Source: an optimization exercise on an open RTL-to-GDS flow (aim: small area and few clock cycles per item). Production flows keep margins and buffers that such runs may drop.
In this exercise RTL edits were held to simulation tests only and were not proved equivalent to the original.
No activity file was given, so power comes from the tool's default toggle rates.

==> inputs of lagoon <==
==> flow/design.v <==
package slu_pkg;
  localparam logic [3:0] S_IDLE     = 4'd0;
  localparam logic [3:0] S_BANG     = 4'd5;
  localparam logic [3:0] S_EQUAL    = 4'd6;
  localparam logic [3:0] S_LESS     = 4'd7;
  localparam logic [3:0] S_GREATER  = 4'd8;
  localparam logic [3:0] S_SLASH    = 4'd9;
  localparam logic [3:0] S_COMMENT  = 4'd1;
  localparam logic [3:0] S_STRING   = 4'd2;
  localparam logic [3:0] S_NUMBER   = 4'd3;
  localparam logic [3:0] S_NUM_DOT  = 4'd4;
  localparam logic [3:0] S_FRACTION = 4'd10;
  localparam logic [3:0] S_DOTP     = 4'd11;    
  localparam logic [3:0] S_WORD     = 4'd12;    
  localparam logic [3:0] S_IDENT    = 4'd13;    
  function automatic logic [4:0] kw_first(input logic [7:0] c);
    case (c)
      "a": kw_first = 5'd0;
      "c": kw_first = 5'd1;
      "e": kw_first = 5'd2;
      "f": kw_first = 5'd3;
      "i": kw_first = 5'd6;
      "n": kw_first = 5'd7;
      "o": kw_first = 5'd8;
      "p": kw_first = 5'd9;
      "r": kw_first = 5'd10;
      "s": kw_first = 5'd11;
      "t": kw_first = 5'd12;
      "v": kw_first = 5'd14;
      "w": kw_first = 5'd15;
      default: kw_first = 5'd16;
    endcase
  endfunction
  function automatic logic [4:0] kw_char(input logic [3:0] k, input logic [2:0] i);
    logic [63:0] t;
    t = '0;
    if (k == 4'd0) t = 64'(24'h646e61);
    if (k == 4'd1) t = 64'(40'h7373616c63);
    if (k == 4'd2) t = 64'(32'h65736c65);
    if (k == 4'd3) t = 64'(40'h65736c6166);
    if (k == 4'd4) t = 64'(24'h726f66);
    if (k == 4'd5) t = 64'h6e6f6974636e7566;
    if (k == 4'd6) t = 64'(16'h6669);
    if (k == 4'd7) t = 64'(32'h6c6c756e);
    if (k == 4'd8) t = 64'(16'h726f);
    if (k == 4'd9) t = 64'(40'h746e697270);
    if (k == 4'd10) t = 64'(48'h6e7275746572);
    if (k == 4'd11) t = 64'(40'h7265707573);
    if (k == 4'd12) t = 64'(32'h73696874);
    if (k == 4'd13) t = 64'(32'h65757274);
    if (k == 4'd14) t = 64'(24'h726176);
    if (k == 4'd15) t = 64'(40'h656c696877);
    kw_char = 5'd0;
    for (int j = 0; j < 7; j++)
      if (i == 3'(j)) kw_char = t[8*(j+1) +: 5];
  endfunction
  function automatic logic kw_end(input logic [3:0] k, input logic [2:0] i);
    case (k)
      4'd0, 4'd4, 4'd14:              kw_end = (i == 3'd2);
      4'd2, 4'd7, 4'd12, 4'd13:       kw_end = (i == 3'd3);
      4'd1, 4'd3, 4'd9, 4'd11, 4'd15: kw_end = (i == 3'd4);
      4'd10:                          kw_end = (i == 3'd5);
      4'd5:                           kw_end = (i == 3'd7);
      default:                        kw_end = (i == 3'd1);
    endcase
  endfunction
endpackage
import slu_pkg::*;
module source_code_lexer_unit (
  input  logic        clk,
  input  logic        rst_n,
  input  logic        in_tvalid,
  output logic        in_tready,
  input  logic [7:0]  in_tdata,    
  input  logic        in_tlast,    
  output logic        out_tvalid,
  input  logic        out_tready,
  output logic [55:0] out_tdata,   
  output logic        out_tlast    
);
  logic        valid_r;
  logic [7:0]  char_r;
  logic        eot_r;
  logic [3:0]  st_r;
  logic [3:0]  kw_r;
  logic [2:0]  ki_r;
  logic [15:0] pos_r, begin_r, line_r;
  logic        tok;        
  logic        fin;        
  logic [5:0]  kind;
  logic [1:0]  ssel;       
  logic [2:0]  lsel;       
  logic [3:0]  st_nxt;
  logic [3:0]  kw_nxt;
  logic [2:0]  ki_nxt;
  logic        line_inc, set_begin, restart;
  logic        f_tok;
  logic [5:0]  f_kind;
  logic [3:0]  f_st;
  logic [4:0]  f_kw;
  logic        f_nl;
  logic        p_tok;
  logic [5:0]  p_kind;
  logic [1:0]  p_ssel;
  logic [2:0]  p_lsel;
  logic        is_digit, is_alpha;
  logic        step;
  assign is_digit = (char_r >= "0") && (char_r <= "9");
  assign is_alpha = ((char_r >= "a") && (char_r <= "z")) || ((char_r >= "A") && (char_r <= "Z"))
                    || (char_r == "_");
  assign f_kw     = slu_pkg::kw_first(char_r);
  always_comb begin
    f_tok  = 1'b0;
    f_kind = 6'd39;
    f_st   = S_IDLE;
    f_nl   = 1'b0;
    case (char_r)
      "(": begin f_tok = 1'b1; f_kind = 6'd0; end
      ")": begin f_tok = 1'b1; f_kind = 6'd1; end
      "{": begin f_tok = 1'b1; f_kind = 6'd2; end
      "}": begin f_tok = 1'b1; f_kind = 6'd3; end
      ",": begin f_tok = 1'b1; f_kind = 6'd4; end
      ".": begin f_tok = 1'b1; f_kind = 6'd5; end
      "-": begin f_tok = 1'b1; f_kind = 6'd6; end
      "+": begin f_tok = 1'b1; f_kind = 6'd7; end
      ";": begin f_tok = 1'b1; f_kind = 6'd8; end
      "*": begin f_tok = 1'b1; f_kind = 6'd9; end
      "!": f_st = S_BANG;
      "=": f_st = S_EQUAL;
      "<": f_st = S_LESS;
      ">": f_st = S_GREATER;
      "/": f_st = S_SLASH;
      " ", 8'h0d, 8'h09: ;
      8'h0a: f_nl = 1'b1;
      "\"": f_st = S_STRING;
      default: begin
        if (is_digit)      f_st = S_NUMBER;
        else if (is_alpha) f_st = f_kw[4] ? S_IDENT : S_WORD;
        else               f_tok = 1'b1;
      end
    endcase
  end
  always_comb begin
    p_tok  = 1'b1;
    p_kind = 6'd21;
    p_ssel = 2'd0;
    p_lsel = 3'd0;
    case (st_r)
      S_IDLE, S_COMMENT: p_tok = 1'b0;
      S_BANG, S_EQUAL, S_LESS, S_GREATER, S_SLASH: begin
        p_kind = {1'b0, st_r, 1'b0}; p_lsel = 3'd1;
      end
      S_STRING:  p_kind = 6'd40;
      S_NUMBER, S_FRACTION: ;
      S_NUM_DOT: p_lsel = 3'd4;
      S_DOTP:    begin p_kind = 6'd5; p_ssel = 2'd2; p_lsel = 3'd1; end
      S_WORD:    p_kind = slu_pkg::kw_end(kw_r, ki_r) ? 6'd22 + 6'(kw_r) : 6'd19;
      default:   p_kind = 6'd19;
    endcase
  end
  always_comb begin
    logic rescan;
    tok       = 1'b0;
    fin       = 1'b1;
    kind      = p_kind;
    ssel      = p_ssel;
    lsel      = p_lsel;
    st_nxt    = st_r;
    kw_nxt    = kw_r;
    ki_nxt    = ki_r + 3'd1;
    line_inc  = 1'b0;
    set_begin = 1'b0;
    restart   = 1'b0;
    rescan    = 1'b0;
    if (eot_r) begin
      if (p_tok) begin
        tok    = 1'b1;
        fin    = 1'b0;
        st_nxt = (st_r == S_NUM_DOT) ? S_DOTP : S_IDLE;
      end else begin
        tok     = 1'b1;
        kind    = 6'd38;
        ssel    = 2'd1;
        lsel    = 3'd3;
        restart = 1'b1;
        st_nxt  = S_IDLE;
      end
    end else begin
      case (st_r)
        S_BANG, S_EQUAL, S_LESS, S_GREATER: begin
          if (char_r == "=") begin
            tok    = 1'b1;
            kind   = p_kind + 6'd1;
            lsel   = 3'd2;
            st_nxt = S_IDLE;
          end else rescan = 1'b1;
        end
        S_SLASH: begin
          if (char_r == "/") st_nxt = S_COMMENT;
          else rescan = 1'b1;
        end
        S_COMMENT: begin
          if (char_r == 8'h0a) begin
            line_inc = 1'b1;
            st_nxt   = S_IDLE;
          end
        end
        S_STRING: begin
          if (char_r == 8'h0a) line_inc = 1'b1;
          if (char_r == "\"") begin
            tok    = 1'b1;
            kind   = 6'd20;
            lsel   = 3'd5;
            st_nxt = S_IDLE;
          end
        end
        S_NUMBER: begin
          if (char_r == ".") st_nxt = S_NUM_DOT;
          else if (!is_digit) rescan = 1'b1;
        end
        S_NUM_DOT: begin
          if (is_digit) st_nxt = S_FRACTION;
          else rescan = 1'b1;
        end
        S_FRACTION: begin
          if (!is_digit) rescan = 1'b1;
        end
        S_IDLE, S_DOTP: rescan = 1'b1;
        S_WORD: begin
          if (is_alpha || is_digit) begin
            if (ki_r == 3'd0 && kw_r == 4'd3 && (char_r == "o" || char_r == "u"))
              kw_nxt = (char_r == "o") ? 4'd4 : 4'd5;
            else if (ki_r == 3'd0 && kw_r == 4'd12 && char_r == "r")
              kw_nxt = 4'd13;
            else if (char_r[7:5] != 3'b011 || char_r[4:0] != slu_pkg::kw_char(kw_r, ki_r))
              st_nxt = S_IDENT;
          end else rescan = 1'b1;
        end
        default: begin
          if (!(is_alpha || is_digit)) rescan = 1'b1;
        end
      endcase
      if (rescan) begin
        if (p_tok && (f_tok || st_r == S_NUM_DOT)) begin
          tok    = 1'b1;
          fin    = 1'b0;
          st_nxt = (st_r == S_NUM_DOT) ? S_DOTP : S_IDLE;
        end else begin
          tok       = p_tok | f_tok;
          if (!p_tok) begin
            kind = f_kind;
            ssel = 2'd1;
            lsel = 3'd1;
          end
          st_nxt    = f_st;
          kw_nxt    = f_kw[3:0];
          ki_nxt    = 3'd0;
          line_inc  = f_nl;
          set_begin = 1'b1;
        end
      end
    end
  end
  logic [15:0] start, len;
  logic [16:0] pos_inc, sub_a;
  logic [15:0] sub_b;
  logic        sub_c;
  logic [17:0] diff;
  assign pos_inc = {1'b0, pos_r} + 17'd1;
  assign sub_a   = (lsel == 3'd5) ? pos_inc : {1'b0, pos_r};
  assign sub_b   = (ssel == 2'd2) ? 16'd0 : begin_r;
  assign sub_c   = !(lsel == 3'd4 || ssel == 2'd2);
  assign diff    = {1'b0, sub_a} + {2'b11, ~sub_b} + 18'(sub_c);
  always_comb begin
    case (ssel)
      2'd0:    start = begin_r;
      2'd1:    start = pos_r;
      default: start = diff[15:0];
    endcase
    case (lsel)
      3'd1:    len = 16'd1;
      3'd2:    len = 16'd2;
      3'd3:    len = 16'd0;
      default: len = diff[17] ? 16'd0 : diff[16] ? 16'hFFFF : diff[15:0];
    endcase
  end
  assign step       = valid_r && (!tok || out_tready);
  assign in_tready  = !valid_r || (fin && (!tok || out_tready));
  assign out_tvalid = valid_r && tok;
  assign out_tdata  = {2'b00, line_r, len, start, kind};
  assign out_tlast  = fin;
  always_ff @(posedge clk) begin
    if (!rst_n) begin
      valid_r <= 1'b0;
      st_r    <= S_IDLE;
      pos_r   <= 16'd0;
      begin_r <= 16'd0;
      line_r  <= 16'd1;
    end else begin
      if (in_tready) valid_r <= in_tvalid;
      if (step) begin
        st_r <= st_nxt;
        if (fin) begin
          kw_r <= kw_nxt;
          ki_r <= ki_nxt;
          if (restart) begin
            pos_r   <= 16'd0;
            begin_r <= 16'd0;
            line_r  <= 16'd1;
          end else begin
            if (!pos_inc[16]) pos_r <= pos_inc[15:0];
            if (set_begin) begin_r <= pos_r;
            if (line_inc && line_r != 16'hFFFF) line_r <= line_r + 16'd1;
          end
        end
      end
    end
  end
  always_ff @(posedge clk) begin
    if (in_tready) begin
      char_r <= in_tdata;
      eot_r  <= in_tlast;
    end
  end
endmodule
==> flow/flow/run.sh <==
#!/bin/bash
# The standard layout (standard.sh), with two changes:
#  - synthesis maps the logic with flow/abc_area.script (ABC_AREA is 1 in config.mk), an
#    area-oriented ABC script built on &deepsyn, instead of ORFS's own abc_area.script;
#    everything else in synthesis (registers, flattening, renaming) is the standard one.
#  - the port buffers use sky130_fd_sc_hd__buf_1 instead of the resizer's default choice.
#  - clock tree synthesis adds no dummy load cells (-dont_use_dummy_load).
# Each tool's full output stays in the ORFS logs under orfs/logs; standard.sh's own output
# goes to standard.log.
set -euo pipefail
here=$(pwd)
rm -rf "$here/orfs_scripts"
cp -r "$FLOW_HOME/scripts" "$here/orfs_scripts"
cp "$here/flow/abc_area.script" "$here/orfs_scripts/abc_area.script"
export SCRIPTS_DIR="$here/orfs_scripts"
export BUFFER_PORTS_ARGS="-buffer_cell sky130_fd_sc_hd__buf_1"
export CTS_ARGS="-sink_clustering_enable -repair_clock_nets -dont_use_dummy_load"
bash standard.sh > standard.log 2>&1
==> flow/flow/abc_area.script <==
strash
&get -n
&deepsyn -T 240
&put
strash
&get -n
&nf -R 1000
&put
topo
stime -c
==> flow/standard.sh <==
#!/bin/bash
# synth_recipe.tcl (not shown) runs the flow's synth.tcl, then flattens the netlist and writes it again
# the make line also repeats each setting of config.mk as NAME=value (left out here)
make -C /OpenROAD-flow-scripts/flow DESIGN_CONFIG=/design/flow/config.mk WORK_HOME=/design/flow/orfs CLKGATE_MAP_FILE= SYNTH_SCRIPT=/design/flow/synth_recipe.tcl "${@:-finish}"
==> flow/config.mk <==
export PLATFORM = sky130hd
export DESIGN_NAME = source_code_lexer_unit
export DESIGN_NICKNAME = source_code_lexer_unit
export VERILOG_FILES = /design/flow/design.v
export SDC_FILE = /design/flow/constraint.sdc
export NUM_CORES = 4
export LEC_CHECK = 0
export ABC_AREA = 1
export CAP_MARGIN = 20
export CORE_MARGIN = 2
export CORE_UTILIZATION = 60
export SLEW_MARGIN = 20
==> flow/constraint.sdc <==
create_clock -name core_clock -period 10.0 [get_ports {clk}]
set_input_delay 2.0000 -clock core_clock [delete_from_list [all_inputs] [get_ports {clk}]]
set_output_delay 2.0000 -clock core_clock [all_outputs]
set_load 0.01 [all_outputs]
==> raven (differences from lagoon) <==
--- a/flow/design.v
+++ b/flow/design.v
@@ -83,6 +83,6 @@
   logic        eot_r;
   logic [3:0]  st_r;
-  logic [3:0]  kw_r;
-  logic [2:0]  ki_r;
+  logic [3:0]  kw_r;       
+  logic [2:0]  ki_r;       
   logic [15:0] pos_r, begin_r, line_r;
   logic        tok;        
@@ -167,6 +167,6 @@
     lsel      = p_lsel;
     st_nxt    = st_r;
-    kw_nxt    = kw_r;
-    ki_nxt    = ki_r + 3'd1;
+    kw_nxt    = f_kw[3:0];
+    ki_nxt    = 3'd0;
     line_inc  = 1'b0;
     set_begin = 1'b0;
@@ -229,4 +229,6 @@
         S_WORD: begin
           if (is_alpha || is_digit) begin
+            kw_nxt = kw_r;
+            ki_nxt = ki_r + 3'd1;
             if (ki_r == 3'd0 && kw_r == 4'd3 && (char_r == "o" || char_r == "u"))
               kw_nxt = (char_r == "o") ? 4'd4 : 4'd5;
@@ -254,6 +256,4 @@
           end
           st_nxt    = f_st;
-          kw_nxt    = f_kw[3:0];
-          ki_nxt    = 3'd0;
           line_inc  = f_nl;
           set_begin = 1'b1;
--- a/flow/flow/run.sh
+++ b/flow/flow/run.sh
@@ -1,4 +1,4 @@
 #!/bin/bash
-# The standard layout (standard.sh), with two changes:
+# The standard layout (standard.sh), with these changes:
 #  - synthesis maps the logic with flow/abc_area.script (ABC_AREA is 1 in config.mk), an
 #    area-oriented ABC script built on &deepsyn, instead of ORFS's own abc_area.script;
Settings changed: CORE_UTILIZATION 60 to 70, GPL_TIMING_DRIVEN set to 0.
==> xenon (differences from lagoon) <==
--- a/flow/flow/run.sh
+++ b/flow/flow/run.sh
@@ -5,5 +5,4 @@
 #    everything else in synthesis (registers, flattening, renaming) is the standard one.
 #  - the port buffers use sky130_fd_sc_hd__buf_1 instead of the resizer's default choice.
-#  - clock tree synthesis adds no dummy load cells (-dont_use_dummy_load).
 # Each tool's full output stays in the ORFS logs under orfs/logs; standard.sh's own output
 # goes to standard.log.
@@ -15,4 +14,4 @@
 export SCRIPTS_DIR="$here/orfs_scripts"
 export BUFFER_PORTS_ARGS="-buffer_cell sky130_fd_sc_hd__buf_1"
-export CTS_ARGS="-sink_clustering_enable -repair_clock_nets -dont_use_dummy_load"
+export CTS_ARGS="-sink_clustering_enable -repair_clock_nets -buf_list sky130_fd_sc_hd__clkbuf_4 -sink_clustering_size 24 -dont_use_dummy_load"
 bash standard.sh > standard.log 2>&1
==> flow/flow/abc_area.script (replaced) <==
strash
&get -n
&deepsyn -T 60
&put
strash
&get -n
&nf -R 1000
&put
topo
stime -c
Settings changed: CORE_UTILIZATION 60 to 50.
==> notes.md <==
First-iteration DRC count, highest first: raven, lagoon, xenon. The lowest critical path depth belongs to lagoon, the highest to raven. The lowest sequential share of layout area belongs to raven, the highest to xenon. Between raven and xenon, the lower routed wire length is in xenon (gap 5.7%, measured against xenon). In count of clock-buffer cells in the layout, xenon and raven do not differ. Clock skew: raven < lagoon < xenon. Cell count: raven < lagoon < xenon. The lowest synthesized cell count belongs to raven, the highest to lagoon.
==> figures <==
Internal power: lagoon 0.406 mW; xenon 0.365 mW; raven 0.407 mW
Worst Max-Slew Pin Slew: lagoon 889 ps; xenon 957 ps; raven 1040 ps
Sw frac: lagoon 0.295; xenon 0.309; raven 0.291
All-layer global routing usage: lagoon 0.322; xenon 0.278; raven 0.393
Fraction of the cycle the final worst path needs: lagoon 0.883; xenon 0.841; raven 0.961
Via count: lagoon 5,690; xenon 5,610; raven 6,061
CP dominant cell by count: lagoon sky130_fd_sc_hd__o21ai_0; xenon sky130_fd_sc_hd__o21ai_0; raven sky130_fd_sc_hd__a21o_1
Relative area of non-clock buffer cells in the final design: lagoon 0.0521; xenon 0.0527; raven 0.0741
Total met2 wirelength after detailed routing: lagoon 6990 um; xenon 7260 um; raven 7590 um
Tmin final: lagoon 8830 ps; xenon 8410 ps; raven 9610 ps
Vias in the first global route: lagoon 5,336; xenon 5,372; raven 5,685
Share of the final layout cell area in multi-input gates: lagoon 0.615; xenon 0.613; raven 0.609
Met1 Routed Length: lagoon 6710 um; xenon 6830 um; raven 6200 um
Adder and majority cell fraction of the synthesized area: lagoon 0.0693; xenon 0.0697; raven 0.0707
Fin nets: lagoon 828; xenon 826; raven 800
Share of total power in sequential cells: lagoon 0.530; xenon 0.573; raven 0.527
Run status: lagoon finished clean; xenon finished clean; raven finished clean
Max Clk Rate: lagoon 113 MHz; xenon 119 MHz; raven 104 MHz
Testbench counts of lagoon, summed over its fixed seeds: cycles 34,367, bytes 33,802.
Testbench counts of raven, summed over its fixed seeds: cycles 34,367, bytes 33,802.
Testbench counts of xenon, summed over its fixed seeds: cycles 34,367, bytes 33,802.

afterwards: timing with drivers on the ports:
Ports are ideal in the flow. The routed layouts listed here were re-timed in OpenROAD.
Step 1 sets driving cells, clkbuf_16 on the clock port and buf_2 on the other inputs (assumed; they add their load-dependent delay and slew).
Step 2 also shifts input and output timing later by t, the mid clock arrival at the registers, as if the neighbouring blocks saw the same clock.
Three values: ideal ports, drivers, drivers and shift; two values: the first two.
| run | t (ns) | setup slack, ns | worst setup path at the end | slew at the worst register clock pin (ns) | worst slew at a driven data input, ns |
|---|---|---|---|---|---|
| lagoon | 0.361 | 1.171 / 1.138 / 1.499 | register to output | 0.08 / 0.08 | 0.04 |
| raven | 0.375 | 0.389 / 0.354 / 0.729 | register to output | 0.08 / 0.08 | 0.04 |
| xenon | 0.439 | 1.593 / 1.561 / 1.999 | register to output | 0.12 / 0.12 | 0.04 |
After both steps setup and hold are still met in every run listed.
